Background: an optimization exercise with open tools, aiming at small area, a short achievable clock period and few clock cycles per item. Do not read the settings as production practice.
Where RTL was checked, it was by simulation tests only, not by an equivalence proof against the original.
Power and IR drop assume default switching activity.

==> umber <==
## window_stack_hit_test
module window_stack_hit_test (
  input  logic                                clk_i,
  input  logic                                rst_ni,
  input  logic                                in_valid_i,
  output logic                                in_ready_o,
  input  logic                                command_i,
  input  logic [wsh_pkg::SLOT_W-1:0]          slot_i,
  input  logic [wsh_pkg::COORD_BITS-1:0]      left_i,
  input  logic [wsh_pkg::COORD_BITS-1:0]      bottom_i,
  input  logic [wsh_pkg::COORD_BITS-1:0]      right_i,
  input  logic [wsh_pkg::COORD_BITS-1:0]      top_i,
  input  logic [wsh_pkg::COORD_BITS-1:0]      point_x_i,
  input  logic [wsh_pkg::COORD_BITS-1:0]      point_y_i,
  output logic                                out_valid_o,
  input  logic                                out_ready_i,
  output logic                                hit_o,
  output logic [wsh_pkg::ID_OUT_W-1:0]        window_id_o,
  input  logic                                psel,
  input  logic                                penable,
  input  logic                                pwrite,
  input  logic [wsh_pkg::APB_AW-1:0]          paddr,
  input  logic [wsh_pkg::APB_DW-1:0]          pwdata,
  output logic [wsh_pkg::APB_DW-1:0]          prdata,
  output logic                                pready
);
clock: 8.0 ns
lec_check: 0
cap_margin: 30
cell_pad_in_sites_detail_placement: 2
cell_pad_in_sites_global_placement: 2
core_margin: 2
core_utilization: 35
cts_buf_list: sky130_fd_sc_hd__clkbuf_8
setup_slack_margin: 4.3
slew_margin: 20
run.sh (not shown) runs the stock make flow with config.mk's settings and CLKGATE_MAP_FILE= SYNTH_SCRIPT=/design/flow/synth_recipe.tcl, a recipe that flattens the netlist after the stock synthesis.
==> juniper (differences from umber) <==
--- a/flow/design.v
+++ b/flow/design.v
@@ -169,32 +169,31 @@
   output logic                           hit_o,
   output logic [wsh_pkg::ID_OUT_W-1:0]   window_id_o
 );
   localparam int NW = wsh_pkg::MAX_WINDOWS;
   localparam int CB = wsh_pkg::COORD_BITS;
   localparam int RW = 4 * CB;
   logic [NW-1:0][RW-1:0] rect_q;
+  logic [NW-1:0][3:0]    perm_x_q;   
   logic [NW-1:0][3:0]    perm_q;
-  logic [NW-1:0][3:0]    idp_q;
-  logic [NW-1:0]         sh_q;       
-  logic [NW-1:0]         hs_q;       
-  logic                  fd_q;       
+  logic [NW-1:0][3:0]    perm_d;
+  logic [NW-1:0][3:0]    idm_q;
   logic                  rv_q;       
+  logic                  rf_q;       
+  logic [3:0]            re_q;       
   logic          ld_a_q;     
   logic          ck_a_q;     
   logic [3:0]    pos_a_q;    
   logic [RW-1:0] dat_a_q;    
   logic          slot_ok;
   logic          ld_b_q;
   logic          ck_b_q;
   logic [3:0]    pos_b_q;
   logic [RW-1:0] dat_b_q;
   logic [NW-1:0] m_b_q;      
-  logic [NW-1:0] fws_q;      
-  logic          mfw_q;      
   logic [CB-1:0] px, py;
   logic [NW-1:0] m_a;
   logic          m_fw;
   logic [3:0]    ld_e;
   assign slot_ok = (slot_i >= 1) && (slot_i <= NW);
   always_ff @(posedge clk_i or negedge rst_ni) begin
     if (!rst_ni) begin
@@ -229,129 +228,119 @@
   wsh_cmp u_cmp_ld (
     .rect_i (dat_b_q),
     .x_i    (px),
     .y_i    (py),
     .in_o   (m_fw)
   );
   always_ff @(posedge clk_i) begin
-    m_b_q <= m_a;
-    mfw_q <= m_fw;
     for (int e = 0; e < NW; e++) begin
-      fws_q[e] <= ld_b_q && (ld_e == e);
+      m_b_q[e] <= (ld_b_q && (ld_e == e)) ? m_fw : m_a[e];
     end
   end
-  logic [NW-1:0]      last;
-  logic [NW-1:0]      topw;
-  logic [3:0]         pw;
-  logic [3:0]         iw;
-  logic [NW-1:0][3:0] perm_c;
-  logic [NW-1:0][3:0] idp_c;
-  always_comb begin
-    pw = '0;
-    iw = '0;
-    for (int p = 0; p < NW; p++) begin
-      last[p] = act_i[p] && ((p == NW - 1) || !act_i[(p + 1) % NW]);
-      topw[p] = last[p] && fd_q;
-      pw      = pw | (hs_q[p] ? perm_q[p] : 4'd0);
-      iw      = iw | (hs_q[p] ? idp_q[p] : 4'd0);
-    end
-    for (int p = 0; p < NW; p++) begin
-      if (topw[p]) begin
-        perm_c[p] = pw;
-        idp_c[p]  = iw;
-      end else if (sh_q[p]) begin
-        perm_c[p] = perm_q[(p + 1) % NW];
-        idp_c[p]  = idp_q[(p + 1) % NW];
-      end else begin
-        perm_c[p] = perm_q[p];
-        idp_c[p]  = idp_q[p];
-      end
-    end
-  end
-  logic [NW-1:0] m_e;
-  logic [NW-1:0] ml;
-  logic          tophit;
+  logic [NW-1:0] last;
   logic [NW-1:0] mp;
   logic [NW-1:0] above;
   logic [NW-1:0] upto;
+  logic [NW-1:0] shift;
   logic          found;
+  logic [3:0]    win;
   always_comb begin
-    for (int e = 0; e < NW; e++) begin
-      m_e[e] = fws_q[e] ? mfw_q : m_b_q[e];
-    end
-    tophit = 1'b0;
     for (int p = 0; p < NW; p++) begin
-      ml[p]  = m_e[perm_q[p]];
-      tophit = tophit | (hs_q[p] && ml[p]);
-    end
-    for (int p = 0; p < NW; p++) begin
-      if (topw[p]) begin
-        mp[p] = tophit;
-      end else if (sh_q[p]) begin
-        mp[p] = ml[(p + 1) % NW] && act_i[p];
-      end else begin
-        mp[p] = ml[p] && act_i[p];
+      mp[p]   = 1'b0;
+      for (int e = 0; e < NW; e++) begin
+        mp[p] = mp[p] | (m_b_q[e] && (perm_q[p] == e));
       end
+      mp[p]   = mp[p] && act_i[p];
+      last[p] = act_i[p] && ((p == NW - 1) || !act_i[(p + 1) % NW]);
+    end
+  end
+  function automatic logic [4:0] pick(input logic [NW-1:0] m, input logic [NW-1:0][3:0] d);
+    logic [7:0][4:0] l1;
+    logic [3:0][4:0] l2;
+    logic [1:0][4:0] l3;
+    for (int i = 0; i < 8; i++) begin
+      l1[i] = {m[2*i+1] || m[2*i], m[2*i+1] ? d[2*i+1] : d[2*i]};
+    end
+    for (int i = 0; i < 4; i++) begin
+      l2[i] = {l1[2*i+1][4] || l1[2*i][4], l1[2*i+1][4] ? l1[2*i+1][3:0] : l1[2*i][3:0]};
     end
+    for (int i = 0; i < 2; i++) begin
+      l3[i] = {l2[2*i+1][4] || l2[2*i][4], l2[2*i+1][4] ? l2[2*i+1][3:0] : l2[2*i][3:0]};
+    end
+    pick = {l3[1][4] || l3[0][4], l3[1][4] ? l3[1][3:0] : l3[0][3:0]};
+  endfunction
+  always_comb begin
+    {found, win} = pick(mp, perm_q);
     above[NW-1] = 1'b0;
     for (int p = NW - 2; p >= 0; p--) begin
       above[p] = above[p+1] || mp[p+1];
     end
     upto[0] = mp[0];
     for (int p = 1; p < NW; p++) begin
       upto[p] = upto[p-1] || mp[p];
     end
-    found = upto[NW-1];
+    for (int p = 0; p < NW; p++) begin
+      shift[p] = upto[p] && !above[p] && act_i[p] && !last[p];
+    end
   end
-  always_ff @(posedge clk_i or negedge rst_ni) begin
-    if (!rst_ni) begin
-      sh_q <= '0;
-      hs_q <= '0;
-      fd_q <= 1'b0;
-      rv_q <= 1'b0;
-    end else begin
-      for (int p = 0; p < NW; p++) begin
-        sh_q[p] <= ck_b_q && upto[p] && !above[p] && act_i[p] && !last[p];
-        hs_q[p] <= ck_b_q && mp[p] && !above[p];
+  always_comb begin
+    for (int p = 0; p < NW; p++) begin
+      perm_d[p] = perm_q[p];
+      if (ck_b_q) begin
+        if (last[p] && found) begin
+          perm_d[p] = win;
+        end else if (shift[p]) begin
+          perm_d[p] = perm_q[(p + 1) % NW];
+        end
       end
-      fd_q <= ck_b_q && found;
-      rv_q <= ck_b_q;
     end
   end
   always_ff @(posedge clk_i or negedge rst_ni) begin
     if (!rst_ni) begin
       for (int p = 0; p < NW; p++) begin
-        perm_q[p] <= 4'(p);
-        idp_q[p]  <= 4'(p + 1);
+        perm_x_q[p] <= '0;
       end
+      rv_q <= 1'b0;
+      rf_q <= 1'b0;
     end else begin
-      perm_q <= perm_c;
       for (int p = 0; p < NW; p++) begin
-        idp_q[p] <= (ld_b_q && (pos_b_q == p)) ? pos_b_q + 4'd1 : idp_c[p];
+        perm_x_q[p] <= perm_d[p] ^ 4'(p);
       end
+      rv_q <= ck_b_q;
+      rf_q <= ck_b_q && found;
     end
   end
-  assign ld_e = perm_c[pos_b_q];
+  always_ff @(posedge clk_i) begin
+    re_q <= win;
+  end
+  always_comb begin
+    for (int p = 0; p < NW; p++) begin
+      perm_q[p] = perm_x_q[p] ^ 4'(p);
+    end
+  end
+  assign ld_e = perm_q[pos_b_q];
   for (genvar e = 0; e < NW; e++) begin : g_entry
     always_ff @(posedge clk_i) begin
       if (ld_b_q && (ld_e == e)) begin
         rect_q[e] <= dat_b_q;
       end
     end
-  end
-  logic [3:0] rid;
-  always_comb begin
-    rid = '0;
-    for (int p = 0; p < NW; p++) begin
-      rid = rid | (hs_q[p] ? idp_q[p] : 4'd0);
+    always_ff @(posedge clk_i or negedge rst_ni) begin
+      if (!rst_ni) begin
+        idm_q[e] <= 4'(e + 1);
+      end else if (ld_b_q && (ld_e == e)) begin
+        idm_q[e] <= pos_b_q + 4'd1;
+      end
     end
   end
+  logic [3:0] rid;
+  assign rid         = idm_q[re_q];
   assign res_we_o    = rv_q;
-  assign hit_o       = fd_q;
-  assign window_id_o = fd_q ? {(rid == 4'd0), rid} : 5'd0;
+  assign hit_o       = rf_q;
+  assign window_id_o = rf_q ? {(rid == 4'd0), rid} : 5'd0;
 endmodule
 module window_stack_hit_test (
   input  logic                                clk_i,
   input  logic                                rst_ni,
   input  logic                                in_valid_i,
   output logic                                in_ready_o,
   input  logic                                command_i,
- CTS_CLUSTER_DIAMETER: not set -> 50
- CTS_CLUSTER_SIZE: not set -> 16
- SETUP_SLACK_MARGIN: 4.3 -> 4.25
==> amber (differences from umber) <==
--- a/flow/design.v
+++ b/flow/design.v
@@ -185,16 +185,19 @@
   logic [RW-1:0] dat_a_q;    
   logic          slot_ok;
   logic          ld_b_q;
   logic          ck_b_q;
   logic [3:0]    pos_b_q;
   logic [RW-1:0] dat_b_q;
   logic [NW-1:0] m_b_q;      
-  logic [NW-1:0] fws_q;      
+  logic          fwv_q;      
+  logic [3:0]    fwp_q;      
   logic          mfw_q;      
+  logic [3:0]    la_q;       
+  logic [3:0]    lb_q;       
   logic [CB-1:0] px, py;
   logic [NW-1:0] m_a;
   logic          m_fw;
   logic [3:0]    ld_e;
   assign slot_ok = (slot_i >= 1) && (slot_i <= NW);
   always_ff @(posedge clk_i or negedge rst_ni) begin
     if (!rst_ni) begin
@@ -228,20 +231,27 @@
   end
   wsh_cmp u_cmp_ld (
     .rect_i (dat_b_q),
     .x_i    (px),
     .y_i    (py),
     .in_o   (m_fw)
   );
+  always_ff @(posedge clk_i or negedge rst_ni) begin
+    if (!rst_ni) begin
+      fwv_q <= 1'b0;
+    end else begin
+      fwv_q <= ld_b_q;
+    end
+  end
   always_ff @(posedge clk_i) begin
     m_b_q <= m_a;
     mfw_q <= m_fw;
-    for (int e = 0; e < NW; e++) begin
-      fws_q[e] <= ld_b_q && (ld_e == e);
-    end
+    fwp_q <= pos_b_q;
+    la_q  <= perm_c[pos_a_q];
+    lb_q  <= perm_c[(pos_a_q + 4'd1) % NW];
   end
   logic [NW-1:0]      last;
   logic [NW-1:0]      topw;
   logic [3:0]         pw;
   logic [3:0]         iw;
   logic [NW-1:0][3:0] perm_c;
   logic [NW-1:0][3:0] idp_c;
@@ -263,37 +273,33 @@
         idp_c[p]  = idp_q[(p + 1) % NW];
       end else begin
         perm_c[p] = perm_q[p];
         idp_c[p]  = idp_q[p];
       end
     end
   end
-  logic [NW-1:0] m_e;
   logic [NW-1:0] ml;
   logic          tophit;
   logic [NW-1:0] mp;
   logic [NW-1:0] above;
   logic [NW-1:0] upto;
   logic          found;
   always_comb begin
-    for (int e = 0; e < NW; e++) begin
-      m_e[e] = fws_q[e] ? mfw_q : m_b_q[e];
-    end
     tophit = 1'b0;
     for (int p = 0; p < NW; p++) begin
-      ml[p]  = m_e[perm_q[p]];
+      ml[p]  = m_b_q[perm_q[p]];
       tophit = tophit | (hs_q[p] && ml[p]);
     end
     for (int p = 0; p < NW; p++) begin
-      if (topw[p]) begin
-        mp[p] = tophit;
+      if (fwv_q && (fwp_q == p)) begin
+        mp[p] = mfw_q && act_i[p];
       end else if (sh_q[p]) begin
         mp[p] = ml[(p + 1) % NW] && act_i[p];
       end else begin
-        mp[p] = ml[p] && act_i[p];
+        mp[p] = ml[p] && act_i[p] && !topw[p];
       end
     end
     above[NW-1] = 1'b0;
     for (int p = NW - 2; p >= 0; p--) begin
       above[p] = above[p+1] || mp[p+1];
     end
     upto[0] = mp[0];
@@ -306,18 +312,18 @@
     if (!rst_ni) begin
       sh_q <= '0;
       hs_q <= '0;
       fd_q <= 1'b0;
       rv_q <= 1'b0;
     end else begin
       for (int p = 0; p < NW; p++) begin
-        sh_q[p] <= ck_b_q && upto[p] && !above[p] && act_i[p] && !last[p];
-        hs_q[p] <= ck_b_q && mp[p] && !above[p];
+        sh_q[p] <= ck_b_q && !tophit && upto[p] && !above[p] && act_i[p] && !last[p];
+        hs_q[p] <= ck_b_q && (tophit ? topw[p] : (mp[p] && !above[p]));
       end
-      fd_q <= ck_b_q && found;
+      fd_q <= ck_b_q && (tophit || found);
       rv_q <= ck_b_q;
     end
   end
   always_ff @(posedge clk_i or negedge rst_ni) begin
     if (!rst_ni) begin
       for (int p = 0; p < NW; p++) begin
         perm_q[p] <= 4'(p);
@@ -326,15 +332,26 @@
     end else begin
       perm_q <= perm_c;
       for (int p = 0; p < NW; p++) begin
         idp_q[p] <= (ld_b_q && (pos_b_q == p)) ? pos_b_q + 4'd1 : idp_c[p];
       end
     end
   end
-  assign ld_e = perm_c[pos_b_q];
+  always_comb begin
+    ld_e = la_q;
+    for (int p = 0; p < NW; p++) begin
+      if (pos_b_q == p) begin
+        if (topw[p]) begin
+          ld_e = pw;
+        end else if (sh_q[p]) begin
+          ld_e = lb_q;
+        end
+      end
+    end
+  end
   for (genvar e = 0; e < NW; e++) begin : g_entry
     always_ff @(posedge clk_i) begin
       if (ld_b_q && (ld_e == e)) begin
         rect_q[e] <= dat_b_q;
       end
     end
   end
==> notes.md <==
The highest synthesized cell count belongs to amber, the lowest to juniper. Critical path depth: juniper is lower than umber (3). Area after synthesis, lowest first: juniper, umber, amber. Final area: juniper < umber < amber. The lowest wire length belongs to juniper, the highest to amber. Clock power, highest first: umber, amber, juniper.
==> figures <==
	umber	amber	juniper
Power Density	239 mW/mm²	229 mW/mm²	277 mW/mm²
Post-route met1 wirelength	90000 µm	103000 µm	79400 µm
M2 GR Usage	46.1%	53.3%	40.0%
Crit path launch	u_dp.hs_q[1]$_DFF_PN0_	u_dp.perm_q[63]$_DFF_PN1_	u_dp.dat_a_q[12]$_DFF_P_
Effective utilization at floorplan	35.2%	35.2%	35.3%
Run status	finished clean	finished clean	finished clean
Switching power of the nets	5150 µW	5440 µW	5630 µW
Critical Path Max Stage Delay	0.61 ns	0.63 ns	0.61 ns
Met1 layer usage reported by global route	34.1%	37.6%	32.4%
Sequential cell area share	46.5%	43.4%	51.9%
Multi-Input Combinational	2590	3133	2481
Routed length on met3	10400 µm	13800 µm	6780 µm
Clock share of power	34.6%	33.3%	29.4%
Highest routed layer	met5	met5	met4
No functional check of the RTL was part of any run of this note.

==> inputs of build 1 <==
==> flow/design.v <==
package wsh_pkg;
  localparam int MAX_WINDOWS = 16;
  localparam int COORD_BITS  = 12;
  localparam int SLOT_W   = 5;
  localparam int ID_OUT_W = 5;
  localparam int CNT_W    = 5;
  localparam int APB_AW   = 3;
  localparam int APB_DW   = 32;
  localparam int POS_W = $clog2(MAX_WINDOWS + 1);
  localparam logic CMD_LOAD  = 1'b0;
  localparam logic CMD_CLICK = 1'b1;
  localparam logic REG_WINDOW_COUNT = 1'b0;
  typedef logic [COORD_BITS-1:0] coord_t;
  typedef logic [POS_W-1:0]      pos_t;
  typedef struct packed {
    coord_t left;
    coord_t bottom;
    coord_t right;
    coord_t top;
  } rect_t;
  typedef struct packed {
    logic load_we;
    logic point_we;
    logic search_en;
    logic shift_en;
  } wsh_cmd_t;
  localparam logic [2:0] ST_IDLE   = 3'b001;
  localparam logic [2:0] ST_SEARCH = 3'b010;
  localparam logic [2:0] ST_SHIFT  = 3'b100;
endpackage
module wsh_ctrl (
  input  logic                           clk_i,
  input  logic                           rst_ni,
  input  logic                           in_valid_i,
  input  logic                           command_i,
  input  logic                           out_ready_i,
  input  logic                           res_we_i,
  input  logic                           res_hit_i,
  input  logic [wsh_pkg::ID_OUT_W-1:0]   res_id_i,
  output logic                           in_ready_o,
  output logic                           accept_o,
  output logic                           out_valid_o,
  output logic                           hit_o,
  output logic [wsh_pkg::ID_OUT_W-1:0]   window_id_o
);
  localparam int RW = wsh_pkg::ID_OUT_W + 1;
  logic [2:0]    cred_q, cred_d;
  logic          rdy_q;
  logic          take;
  logic [3:0]    v_q, v_d;
  logic [RW-1:0] e0_q, e1_q, e2_q, e3_q;
  logic [RW-1:0] e0_d, e1_d, e2_d, e3_d;
  logic [3:0]    sv;
  logic [RW-1:0] s0, s1, s2;
  logic [RW-1:0] w;
  assign in_ready_o = rdy_q;
  assign accept_o   = in_valid_i && rdy_q;
  assign take       = v_q[0] && out_ready_i;
  always_comb begin
    cred_d = cred_q;
    if (accept_o && (command_i == wsh_pkg::CMD_CLICK) && !take) cred_d = cred_q + 3'd1;
    if (!(accept_o && (command_i == wsh_pkg::CMD_CLICK)) && take) cred_d = cred_q - 3'd1;
  end
  assign w = {res_hit_i, res_id_i};
  always_comb begin
    if (take) begin
      sv = {1'b0, v_q[3:1]};
      s0 = e1_q;
      s1 = e2_q;
      s2 = e3_q;
    end else begin
      sv = v_q;
      s0 = e0_q;
      s1 = e1_q;
      s2 = e2_q;
    end
    v_d  = sv;
    e0_d = s0;
    e1_d = s1;
    e2_d = s2;
    e3_d = e3_q;
    if (res_we_i) begin
      if (!sv[0]) begin
        v_d[0] = 1'b1;
        e0_d   = w;
      end else if (!sv[1]) begin
        v_d[1] = 1'b1;
        e1_d   = w;
      end else if (!sv[2]) begin
        v_d[2] = 1'b1;
        e2_d   = w;
      end else begin
        v_d[3] = 1'b1;
        e3_d   = w;
      end
    end
  end
  always_ff @(posedge clk_i or negedge rst_ni) begin
    if (!rst_ni) begin
      cred_q <= '0;
      rdy_q  <= 1'b1;
      v_q    <= '0;
    end else begin
      cred_q <= cred_d;
      rdy_q  <= (cred_d < 3'd4);
      v_q    <= v_d;
    end
  end
  always_ff @(posedge clk_i) begin
    e0_q <= e0_d;
    e1_q <= e1_d;
    e2_q <= e2_d;
    e3_q <= e3_d;
  end
  assign out_valid_o = v_q[0];
  assign hit_o       = e0_q[RW-1];
  assign window_id_o = e0_q[RW-2:0];
endmodule
module wsh_cmp (
  input  logic [4*wsh_pkg::COORD_BITS-1:0] rect_i,
  input  logic [wsh_pkg::COORD_BITS-1:0]   x_i,
  input  logic [wsh_pkg::COORD_BITS-1:0]   y_i,
  output logic                             in_o
);
  localparam int CB = wsh_pkg::COORD_BITS;
  function automatic logic ge(input logic [11:0] a, input logic [11:0] b);
    logic [11:0] g1, q1;
    logic [5:0]  g2, q2;
    logic [2:0]  g3, q3;
    logic        g4;
    g1    = a & ~b;
    q1    = a | ~b;
    g1[0] = a[0] | ~b[0];
    for (int i = 0; i < 6; i++) begin
      g2[i] = g1[2*i+1] | (q1[2*i+1] & g1[2*i]);
      q2[i] = q1[2*i+1] & q1[2*i];
    end
    for (int i = 0; i < 3; i++) begin
      g3[i] = g2[2*i+1] | (q2[2*i+1] & g2[2*i]);
      q3[i] = q2[2*i+1] & q2[2*i];
    end
    g4 = g3[1] | (q3[1] & g3[0]);
    ge = g3[2] | (q3[2] & g4);
  endfunction
  assign in_o = ge(x_i, rect_i[4*CB-1:3*CB]) && ge(rect_i[2*CB-1:CB], x_i)
             && ge(y_i, rect_i[3*CB-1:2*CB]) && ge(rect_i[CB-1:0], y_i);
endmodule
module wsh_dp (
  input  logic                           clk_i,
  input  logic                           rst_ni,
  input  logic                           accept_i,
  input  logic                           command_i,
  input  logic [wsh_pkg::MAX_WINDOWS-1:0] act_i,
  input  logic [wsh_pkg::SLOT_W-1:0]     slot_i,
  input  logic [wsh_pkg::COORD_BITS-1:0] left_i,
  input  logic [wsh_pkg::COORD_BITS-1:0] bottom_i,
  input  logic [wsh_pkg::COORD_BITS-1:0] right_i,
  input  logic [wsh_pkg::COORD_BITS-1:0] top_i,
  input  logic [wsh_pkg::COORD_BITS-1:0] point_x_i,
  input  logic [wsh_pkg::COORD_BITS-1:0] point_y_i,
  output logic                           res_we_o,
  output logic                           hit_o,
  output logic [wsh_pkg::ID_OUT_W-1:0]   window_id_o
);
  localparam int NW = wsh_pkg::MAX_WINDOWS;
  localparam int CB = wsh_pkg::COORD_BITS;
  localparam int RW = 4 * CB;
  logic [NW-1:0][RW-1:0] rect_q;
  logic [NW-1:0][3:0]    perm_x_q;   
  logic [NW-1:0][3:0]    perm_q;
  logic [NW-1:0][3:0]    perm_d;
  logic [NW-1:0][3:0]    idp_q;
  logic [NW-1:0][3:0]    idp_d;
  logic          ld_a_q;     
  logic          ck_a_q;     
  logic [3:0]    pos_a_q;    
  logic [RW-1:0] dat_a_q;    
  logic          slot_ok;
  logic          ld_b_q;
  logic          ck_b_q;
  logic [3:0]    pos_b_q;
  logic [RW-1:0] dat_b_q;
  logic [NW-1:0] m_b_q;      
  logic [CB-1:0] px, py;
  logic [NW-1:0] m_a;
  logic          m_fw;
  logic [3:0]    ld_e;
  assign slot_ok = (slot_i >= 1) && (slot_i <= NW);
  always_ff @(posedge clk_i or negedge rst_ni) begin
    if (!rst_ni) begin
      ld_a_q <= 1'b0;
      ck_a_q <= 1'b0;
      ld_b_q <= 1'b0;
      ck_b_q <= 1'b0;
    end else begin
      ld_a_q <= accept_i && (command_i == wsh_pkg::CMD_LOAD) && slot_ok;
      ck_a_q <= accept_i && (command_i == wsh_pkg::CMD_CLICK);
      ld_b_q <= ld_a_q;
      ck_b_q <= ck_a_q;
    end
  end
  always_ff @(posedge clk_i) begin
    pos_a_q <= 4'(slot_i - 5'd1);
    dat_a_q <= (command_i == wsh_pkg::CMD_CLICK) ? {left_i, bottom_i, point_x_i, point_y_i}
                                                 : {left_i, bottom_i, right_i, top_i};
    pos_b_q <= pos_a_q;
    dat_b_q <= dat_a_q;
  end
  assign px = dat_a_q[2*CB-1:CB];
  assign py = dat_a_q[CB-1:0];
  for (genvar e = 0; e < NW; e++) begin : g_cmp
    wsh_cmp u_cmp (
      .rect_i (rect_q[e]),
      .x_i    (px),
      .y_i    (py),
      .in_o   (m_a[e])
    );
  end
  wsh_cmp u_cmp_ld (
    .rect_i (dat_b_q),
    .x_i    (px),
    .y_i    (py),
    .in_o   (m_fw)
  );
  always_ff @(posedge clk_i) begin
    for (int e = 0; e < NW; e++) begin
      m_b_q[e] <= (ld_b_q && (ld_e == e)) ? m_fw : m_a[e];
    end
  end
  logic [NW-1:0] last;
  logic [NW-1:0] mp;
  logic [NW-1:0] above;
  logic [NW-1:0] upto;
  logic [NW-1:0] shift;
  logic          found;
  logic [NW-1:0][8:0] wd;
  logic [8:0]    win;
  always_comb begin
    for (int p = 0; p < NW; p++) begin
      mp[p]   = m_b_q[perm_q[p]] && act_i[p];
      last[p] = act_i[p] && ((p == NW - 1) || !act_i[(p + 1) % NW]);
      wd[p]   = {(idp_q[p] == 4'd0), idp_q[p], perm_q[p]};
    end
  end
  function automatic logic [9:0] pick(input logic [NW-1:0] m, input logic [NW-1:0][8:0] d);
    logic [7:0][9:0] l1;
    logic [3:0][9:0] l2;
    logic [1:0][9:0] l3;
    for (int i = 0; i < 8; i++) begin
      l1[i] = {m[2*i+1] || m[2*i], m[2*i+1] ? d[2*i+1] : d[2*i]};
    end
    for (int i = 0; i < 4; i++) begin
      l2[i] = {l1[2*i+1][9] || l1[2*i][9], l1[2*i+1][9] ? l1[2*i+1][8:0] : l1[2*i][8:0]};
    end
    for (int i = 0; i < 2; i++) begin
      l3[i] = {l2[2*i+1][9] || l2[2*i][9], l2[2*i+1][9] ? l2[2*i+1][8:0] : l2[2*i][8:0]};
    end
    pick = {l3[1][9] || l3[0][9], l3[1][9] ? l3[1][8:0] : l3[0][8:0]};
  endfunction
  always_comb begin
    {found, win} = pick(mp, wd);
    above[NW-1] = 1'b0;
    for (int p = NW - 2; p >= 0; p--) begin
      above[p] = above[p+1] || mp[p+1];
    end
    upto[0] = mp[0];
    for (int p = 1; p < NW; p++) begin
      upto[p] = upto[p-1] || mp[p];
    end
    for (int p = 0; p < NW; p++) begin
      shift[p] = upto[p] && !above[p] && act_i[p] && !last[p];
    end
  end
  always_comb begin
    for (int p = 0; p < NW; p++) begin
      perm_d[p] = perm_q[p];
      idp_d[p]  = idp_q[p];
      if (ck_b_q) begin
        if (last[p] && found) begin
          perm_d[p] = win[3:0];
          idp_d[p]  = win[7:4];
        end else if (shift[p]) begin
          perm_d[p] = perm_q[(p + 1) % NW];
          idp_d[p]  = idp_q[(p + 1) % NW];
        end
      end
      if (ld_b_q && (pos_b_q == p)) begin
        idp_d[p] = pos_b_q + 4'd1;
      end
    end
  end
  always_ff @(posedge clk_i or negedge rst_ni) begin
    if (!rst_ni) begin
      for (int p = 0; p < NW; p++) begin
        perm_x_q[p] <= '0;
        idp_q[p]    <= 4'(p + 1);
      end
    end else begin
      for (int p = 0; p < NW; p++) begin
        perm_x_q[p] <= perm_d[p] ^ 4'(p);
      end
      idp_q <= idp_d;
    end
  end
  always_comb begin
    for (int p = 0; p < NW; p++) begin
      perm_q[p] = perm_x_q[p] ^ 4'(p);
    end
  end
  assign ld_e = perm_q[pos_b_q];
  for (genvar e = 0; e < NW; e++) begin : g_entry
    always_ff @(posedge clk_i) begin
      if (ld_b_q && (ld_e == e)) begin
        rect_q[e] <= dat_b_q;
      end
    end
  end
  assign res_we_o    = ck_b_q;
  assign hit_o       = found;
  assign window_id_o = found ? {win[8], win[7:4]} : 5'd0;
endmodule
module window_stack_hit_test (
  input  logic                                clk_i,
  input  logic                                rst_ni,
  input  logic                                in_valid_i,
  output logic                                in_ready_o,
  input  logic                                command_i,
  input  logic [wsh_pkg::SLOT_W-1:0]          slot_i,
  input  logic [wsh_pkg::COORD_BITS-1:0]      left_i,
  input  logic [wsh_pkg::COORD_BITS-1:0]      bottom_i,
  input  logic [wsh_pkg::COORD_BITS-1:0]      right_i,
  input  logic [wsh_pkg::COORD_BITS-1:0]      top_i,
  input  logic [wsh_pkg::COORD_BITS-1:0]      point_x_i,
  input  logic [wsh_pkg::COORD_BITS-1:0]      point_y_i,
  output logic                                out_valid_o,
  input  logic                                out_ready_i,
  output logic                                hit_o,
  output logic [wsh_pkg::ID_OUT_W-1:0]        window_id_o,
  input  logic                                psel,
  input  logic                                penable,
  input  logic                                pwrite,
  input  logic [wsh_pkg::APB_AW-1:0]          paddr,
  input  logic [wsh_pkg::APB_DW-1:0]          pwdata,
  output logic [wsh_pkg::APB_DW-1:0]          prdata,
  output logic                                pready
);
  localparam int CB = wsh_pkg::COORD_BITS;
  logic [wsh_pkg::CNT_W-1:0] window_count_q;
  logic                      reg_sel;
  logic                      accept;
  logic                      res_we;
  logic                      res_hit;
  logic [wsh_pkg::ID_OUT_W-1:0] res_id;
  assign pready  = 1'b1;
  assign reg_sel = (paddr[wsh_pkg::APB_AW-1] == wsh_pkg::REG_WINDOW_COUNT);
  always_ff @(posedge clk_i or negedge rst_ni) begin
    if (!rst_ni) begin
      window_count_q <= 1;
    end else if (psel && penable && pwrite && reg_sel) begin
      window_count_q <= pwdata[wsh_pkg::CNT_W-1:0];
    end
  end
  assign prdata = reg_sel ? {{(wsh_pkg::APB_DW-wsh_pkg::CNT_W){1'b0}}, window_count_q} : '0;
  logic [wsh_pkg::MAX_WINDOWS-1:0] act_q;
  always_ff @(posedge clk_i or negedge rst_ni) begin
    if (!rst_ni) begin
      act_q <= 1;
    end else if (psel && penable && pwrite && reg_sel) begin
      for (int p = 0; p < wsh_pkg::MAX_WINDOWS; p++) begin
        act_q[p] <= (pwdata[wsh_pkg::CNT_W-1:0] > p);
      end
    end
  end
  wsh_ctrl u_ctrl (
    .clk_i       (clk_i),
    .rst_ni      (rst_ni),
    .in_valid_i  (in_valid_i),
    .command_i   (command_i),
    .out_ready_i (out_ready_i),
    .res_we_i    (res_we),
    .res_hit_i   (res_hit),
    .res_id_i    (res_id),
    .in_ready_o  (in_ready_o),
    .accept_o    (accept),
    .out_valid_o (out_valid_o),
    .hit_o       (hit_o),
    .window_id_o (window_id_o)
  );
  wsh_dp u_dp (
    .clk_i          (clk_i),
    .rst_ni         (rst_ni),
    .accept_i       (accept),
    .command_i      (command_i),
    .act_i          (act_q),
    .slot_i         (slot_i),
    .left_i         (left_i),
    .bottom_i       (bottom_i),
    .right_i        (right_i),
    .top_i          (top_i),
    .point_x_i      (point_x_i),
    .point_y_i      (point_y_i),
    .res_we_o       (res_we),
    .hit_o          (res_hit),
    .window_id_o    (res_id)
  );
endmodule
==> flow/run.sh <==
#!/bin/bash
# synth_recipe.tcl (not shown) runs the flow's synth.tcl, then flattens the netlist and writes it again
# the make line also repeats each setting of config.mk as NAME=value (left out here)
make -C /OpenROAD-flow-scripts/flow DESIGN_CONFIG=/design/flow/config.mk WORK_HOME=/design/flow/orfs CLKGATE_MAP_FILE= SYNTH_SCRIPT=/design/flow/synth_recipe.tcl finish
==> flow/config.mk <==
export PLATFORM = sky130hd
export DESIGN_NAME = window_stack_hit_test
export DESIGN_NICKNAME = window_stack_hit_test
export VERILOG_FILES = /design/flow/design.v
export SDC_FILE = /design/flow/constraint.sdc
export NUM_CORES = 4
export LEC_CHECK = 0
export CAP_MARGIN = 30
export CELL_PAD_IN_SITES_DETAIL_PLACEMENT = 2
export CELL_PAD_IN_SITES_GLOBAL_PLACEMENT = 2
export CORE_MARGIN = 2
export CORE_UTILIZATION = 35
export CTS_BUF_LIST = sky130_fd_sc_hd__clkbuf_8
export CTS_CLUSTER_DIAMETER = 60
export CTS_CLUSTER_SIZE = 20
export SETUP_SLACK_MARGIN = 4.1
export SLEW_MARGIN = 20
==> flow/constraint.sdc <==
create_clock -name core_clock -period 8.0 [get_ports {clk_i}]
set_input_delay 1.6000 -clock core_clock [delete_from_list [all_inputs] [get_ports {clk_i}]]
set_output_delay 1.6000 -clock core_clock [all_outputs]
set_load 0.01 [all_outputs]
==> inputs of build 33, as changes to build 1 <==
--- a/flow/design.v
+++ b/flow/design.v
@@ -168,3 +168,2 @@
   logic [NW-1:0][RW-1:0] rect_q;
-  logic [NW-1:0][3:0]    perm_x_q;   
   logic [NW-1:0][3:0]    perm_q;
@@ -294,15 +293,8 @@
       for (int p = 0; p < NW; p++) begin
-        perm_x_q[p] <= '0;
-        idp_q[p]    <= 4'(p + 1);
+        perm_q[p] <= 4'(p);
+        idp_q[p]  <= 4'(p + 1);
       end
     end else begin
-      for (int p = 0; p < NW; p++) begin
-        perm_x_q[p] <= perm_d[p] ^ 4'(p);
-      end
-      idp_q <= idp_d;
-    end
-  end
-  always_comb begin
-    for (int p = 0; p < NW; p++) begin
-      perm_q[p] = perm_x_q[p] ^ 4'(p);
+      perm_q <= perm_d;
+      idp_q  <= idp_d;
     end
CTS_CLUSTER_DIAMETER = not set   (was 60)
CTS_CLUSTER_SIZE = not set   (was 20)
PLACE_DENSITY = 0.75   (was not set)
==> inputs of trial 64, as changes to build 1 <==
--- a/flow/design.v
+++ b/flow/design.v
@@ -49,7 +49,7 @@
   logic          take;
-  logic [3:0]    v_q, v_d;
-  logic [RW-1:0] e0_q, e1_q, e2_q, e3_q;
-  logic [RW-1:0] e0_d, e1_d, e2_d, e3_d;
-  logic [3:0]    sv;
-  logic [RW-1:0] s0, s1, s2;
+  logic [4:0]    v_q, v_d;
+  logic [RW-1:0] e0_q, e1_q, e2_q, e3_q, e4_q;
+  logic [RW-1:0] e0_d, e1_d, e2_d, e3_d, e4_d;
+  logic [4:0]    sv;
+  logic [RW-1:0] s0, s1, s2, s3;
   logic [RW-1:0] w;
@@ -66,3 +66,3 @@
     if (take) begin
-      sv = {1'b0, v_q[3:1]};
+      sv = {1'b0, v_q[4:1]};
       s0 = e1_q;
@@ -70,2 +70,3 @@
       s2 = e3_q;
+      s3 = e4_q;
     end else begin
@@ -75,2 +76,3 @@
       s2 = e2_q;
+      s3 = e3_q;
     end
@@ -80,3 +82,4 @@
     e2_d = s2;
-    e3_d = e3_q;
+    e3_d = s3;
+    e4_d = e4_q;
     if (res_we_i) begin
@@ -91,5 +94,8 @@
         e2_d   = w;
-      end else begin
+      end else if (!sv[3]) begin
         v_d[3] = 1'b1;
         e3_d   = w;
+      end else begin
+        v_d[4] = 1'b1;
+        e4_d   = w;
       end
@@ -104,3 +110,3 @@
       cred_q <= cred_d;
-      rdy_q  <= (cred_d < 3'd4);
+      rdy_q  <= (cred_d < 3'd5);
       v_q    <= v_d;
@@ -113,2 +119,3 @@
     e3_q <= e3_d;
+    e4_q <= e4_d;
   end
@@ -122,3 +129,4 @@
   input  logic [wsh_pkg::COORD_BITS-1:0]   y_i,
-  output logic                             in_o
+  output logic                             in_x_o,
+  output logic                             in_y_o
 );
@@ -144,4 +152,4 @@
   endfunction
-  assign in_o = ge(x_i, rect_i[4*CB-1:3*CB]) && ge(rect_i[2*CB-1:CB], x_i)
-             && ge(y_i, rect_i[3*CB-1:2*CB]) && ge(rect_i[CB-1:0], y_i);
+  assign in_x_o = ge(x_i, rect_i[4*CB-1:3*CB]) && ge(rect_i[2*CB-1:CB], x_i);
+  assign in_y_o = ge(y_i, rect_i[3*CB-1:2*CB]) && ge(rect_i[CB-1:0], y_i);
 endmodule
@@ -171,4 +179,6 @@
   logic [NW-1:0][3:0]    perm_d;
-  logic [NW-1:0][3:0]    idp_q;
-  logic [NW-1:0][3:0]    idp_d;
+  logic [NW-1:0][3:0]    idm_q;
+  logic                  rv_q;       
+  logic                  rf_q;       
+  logic [3:0]            re_q;       
   logic          ld_a_q;     
@@ -182,6 +192,7 @@
   logic [RW-1:0] dat_b_q;
-  logic [NW-1:0] m_b_q;      
+  logic [NW-1:0] mx_b_q;     
+  logic [NW-1:0] my_b_q;
   logic [CB-1:0] px, py;
-  logic [NW-1:0] m_a;
-  logic          m_fw;
+  logic [NW-1:0] mx_a, my_a;
+  logic          mx_fw, my_fw;
   logic [3:0]    ld_e;
@@ -215,3 +226,4 @@
       .y_i    (py),
-      .in_o   (m_a[e])
+      .in_x_o (mx_a[e]),
+      .in_y_o (my_a[e])
     );
@@ -222,3 +234,4 @@
     .y_i    (py),
-    .in_o   (m_fw)
+    .in_x_o (mx_fw),
+    .in_y_o (my_fw)
   );
@@ -226,3 +239,4 @@
     for (int e = 0; e < NW; e++) begin
-      m_b_q[e] <= (ld_b_q && (ld_e == e)) ? m_fw : m_a[e];
+      mx_b_q[e] <= (ld_b_q && (ld_e == e)) ? mx_fw : mx_a[e];
+      my_b_q[e] <= (ld_b_q && (ld_e == e)) ? my_fw : my_a[e];
     end
@@ -235,15 +249,17 @@
   logic          found;
-  logic [NW-1:0][8:0] wd;
-  logic [8:0]    win;
+  logic [3:0]    win;
   always_comb begin
     for (int p = 0; p < NW; p++) begin
-      mp[p]   = m_b_q[perm_q[p]] && act_i[p];
+      mp[p]   = 1'b0;
+      for (int e = 0; e < NW; e++) begin
+        mp[p] = mp[p] | (mx_b_q[e] && my_b_q[e] && (perm_q[p] == e));
+      end
+      mp[p]   = mp[p] && act_i[p];
       last[p] = act_i[p] && ((p == NW - 1) || !act_i[(p + 1) % NW]);
-      wd[p]   = {(idp_q[p] == 4'd0), idp_q[p], perm_q[p]};
     end
   end
-  function automatic logic [9:0] pick(input logic [NW-1:0] m, input logic [NW-1:0][8:0] d);
-    logic [7:0][9:0] l1;
-    logic [3:0][9:0] l2;
-    logic [1:0][9:0] l3;
+  function automatic logic [4:0] pick(input logic [NW-1:0] m, input logic [NW-1:0][3:0] d);
+    logic [7:0][4:0] l1;
+    logic [3:0][4:0] l2;
+    logic [1:0][4:0] l3;
     for (int i = 0; i < 8; i++) begin
@@ -252,11 +268,11 @@
     for (int i = 0; i < 4; i++) begin
-      l2[i] = {l1[2*i+1][9] || l1[2*i][9], l1[2*i+1][9] ? l1[2*i+1][8:0] : l1[2*i][8:0]};
+      l2[i] = {l1[2*i+1][4] || l1[2*i][4], l1[2*i+1][4] ? l1[2*i+1][3:0] : l1[2*i][3:0]};
     end
     for (int i = 0; i < 2; i++) begin
-      l3[i] = {l2[2*i+1][9] || l2[2*i][9], l2[2*i+1][9] ? l2[2*i+1][8:0] : l2[2*i][8:0]};
+      l3[i] = {l2[2*i+1][4] || l2[2*i][4], l2[2*i+1][4] ? l2[2*i+1][3:0] : l2[2*i][3:0]};
     end
-    pick = {l3[1][9] || l3[0][9], l3[1][9] ? l3[1][8:0] : l3[0][8:0]};
+    pick = {l3[1][4] || l3[0][4], l3[1][4] ? l3[1][3:0] : l3[0][3:0]};
   endfunction
   always_comb begin
-    {found, win} = pick(mp, wd);
+    {found, win} = pick(mp, perm_q);
     above[NW-1] = 1'b0;
@@ -276,15 +292,9 @@
       perm_d[p] = perm_q[p];
-      idp_d[p]  = idp_q[p];
       if (ck_b_q) begin
         if (last[p] && found) begin
-          perm_d[p] = win[3:0];
-          idp_d[p]  = win[7:4];
+          perm_d[p] = win;
         end else if (shift[p]) begin
           perm_d[p] = perm_q[(p + 1) % NW];
-          idp_d[p]  = idp_q[(p + 1) % NW];
         end
       end
-      if (ld_b_q && (pos_b_q == p)) begin
-        idp_d[p] = pos_b_q + 4'd1;
-      end
     end
@@ -295,4 +305,5 @@
         perm_x_q[p] <= '0;
-        idp_q[p]    <= 4'(p + 1);
       end
+      rv_q <= 1'b0;
+      rf_q <= 1'b0;
     end else begin
@@ -301,5 +312,9 @@
       end
-      idp_q <= idp_d;
+      rv_q <= ck_b_q;
+      rf_q <= ck_b_q && found;
     end
   end
+  always_ff @(posedge clk_i) begin
+    re_q <= win;
+  end
   always_comb begin
@@ -316,6 +331,15 @@
     end
+    always_ff @(posedge clk_i or negedge rst_ni) begin
+      if (!rst_ni) begin
+        idm_q[e] <= 4'(e + 1);
+      end else if (ld_b_q && (ld_e == e)) begin
+        idm_q[e] <= pos_b_q + 4'd1;
+      end
+    end
   end
-  assign res_we_o    = ck_b_q;
-  assign hit_o       = found;
-  assign window_id_o = found ? {win[8], win[7:4]} : 5'd0;
+  logic [3:0] rid;
+  assign rid         = idm_q[re_q];
+  assign res_we_o    = rv_q;
+  assign hit_o       = rf_q;
+  assign window_id_o = rf_q ? {(rid == 4'd0), rid} : 5'd0;
 endmodule
CTS_CLUSTER_DIAMETER = 50   (was 60)
CTS_CLUSTER_SIZE = 16   (was 20)
SETUP_SLACK_MARGIN = 4.25   (was 4.1)
==> inputs of trial 55, as changes to build 1 <==
CTS_CLUSTER_DIAMETER = not set   (was 60)
CTS_CLUSTER_SIZE = not set   (was 20)
==> qor.json <==
{
  "ys_top_cells_by_area": "sky130_fd_sc_hd__edfxtp_1 (44%), sky130_fd_sc_hd__maj3_1 (6.1%), sky130_fd_sc_hd__dfxtp_1 (5.3%)",
  "fin_worst_skew_ns": 0.0610,
  "tapcell.inserted": 2016,
  "synth.top_cell.area_share_pct": 44.2,
  "synth_cells": 4459,
  "route.met2.wl_mm": 103,
  "run_status": "no timing/DRC/antenna violations",
  "reg2reg_from": "u_dp.pos_b_q[0]$_DFF_P_"
}
Source of the figures above: build 33

==> qor.json <==
{
  "run_status": "no timing/DRC/antenna violations",
  "grt_start_max_net_pins": 123,
  "fin_worst_skew_ns": 0.0691,
  "multi_input_gate_area_um2": 20600,
  "tapcell.inserted": 1917,
  "synth.top_cell.area_share_pct": 45.1,
  "synth_cells": 4197,
  "route.met2.wl_mm": 97.6
}
Source of the figures above: build 1

==> qor.json <==
{
  "synth.top_cell.area_share_pct": 45.1,
  "busiest_layer": "met2",
  "htree_num_levels": 4,
  "tapcell.inserted": 1917,
  "area_fraction_in_compound_gates_after_synthesis_pct": 12.5,
  "gp_routability_congestion": 0.831,
  "post_synth.cell_area_avg_um2": 12.3,
  "reg2reg_from": "u_dp.perm_x_q[48]$_DFFE_PN0P_",
  "worst_hold_path.num_cells": 0,
  "fin_worst_skew_ns": 0.0633,
  "run_status": "no timing/DRC/antenna violations",
  "synth_cells": 4197
}
Source of the figures above: trial 55

==> qor.json <==
{
  "synth_cells": 4158,
  "reg2reg_from": "u_dp.dat_a_q[0]$_DFF_P_",
  "fin_worst_skew_ns": 0.0681,
  "tapcell.inserted": 1917,
  "rrSetupSlack_ns": 4.21,
  "synth.top_cell.area_share_pct": 45.2,
  "run_status": "no timing/DRC/antenna violations",
  "ys_top_cells_by_area": "sky130_fd_sc_hd__edfxtp_1 (45%), sky130_fd_sc_hd__dfxtp_1 (6.4%), sky130_fd_sc_hd__dfrtp_1 (6.3%)",
  "route.met2.wl_mm": 83.5
}
Source of the figures above: trial 64

Testbench counts of build 33, summed over its fixed seeds: cycles 9,624, items 9,600.
Testbench counts of trial 64, summed over its fixed seeds: cycles 9,632, items 9,600.
Function not checked in build 1 and trial 55: the RTL went through the layout flow alone.

[what the ideal ports hide]
In the flow no input, the clock included, has a driving cell. The finished layouts below were timed again as built, in two steps. Step 1, drivers: a clkbuf_16 drives clk_i and a buf_2 each remaining input, both assumed. Step 2 moves the port delays by t, midway between the first and last clock arrival at a register: inputs arrive t later, outputs are due t later. That takes back most of the time a late clock gives input paths. a / b / c = no drivers / after step 1 / after step 2; a / b = the first two.
| run | t, ns | setup WS [ns] | worst setup path at the end | slew at the worst register clock pin (ns) | cell pins on the clock port's net |
|---|---|---|---|---|---|
| umber | 1.000 | 3.758 / 3.758 / 3.758 | register to register | 0.08 / 0.08 | 1 |
| juniper | 0.944 | 3.957 / 3.957 / 3.957 | register to register | 0.11 / 0.11 | 1 |
| amber | 1.022 | 3.596 / 3.596 / 3.596 | register to register | 0.07 / 0.07 | 1 |
| build 1 | 0.949 | 4.098 / 4.098 / 4.098 | register to register | 0.12 / 0.12 | 1 |
| build 33 | 0.985 | 3.957 / 3.957 / 3.957 | register to register | 0.07 / 0.07 | 1 |
| trial 64 | 0.929 | 4.211 / 4.211 / 4.211 | register to register | 0.10 / 0.10 | 1 |
| trial 55 | 0.972 | 4.091 / 4.091 / 4.091 | register to register | 0.07 / 0.07 | 1 |
After both steps setup and hold are still met in every run listed.
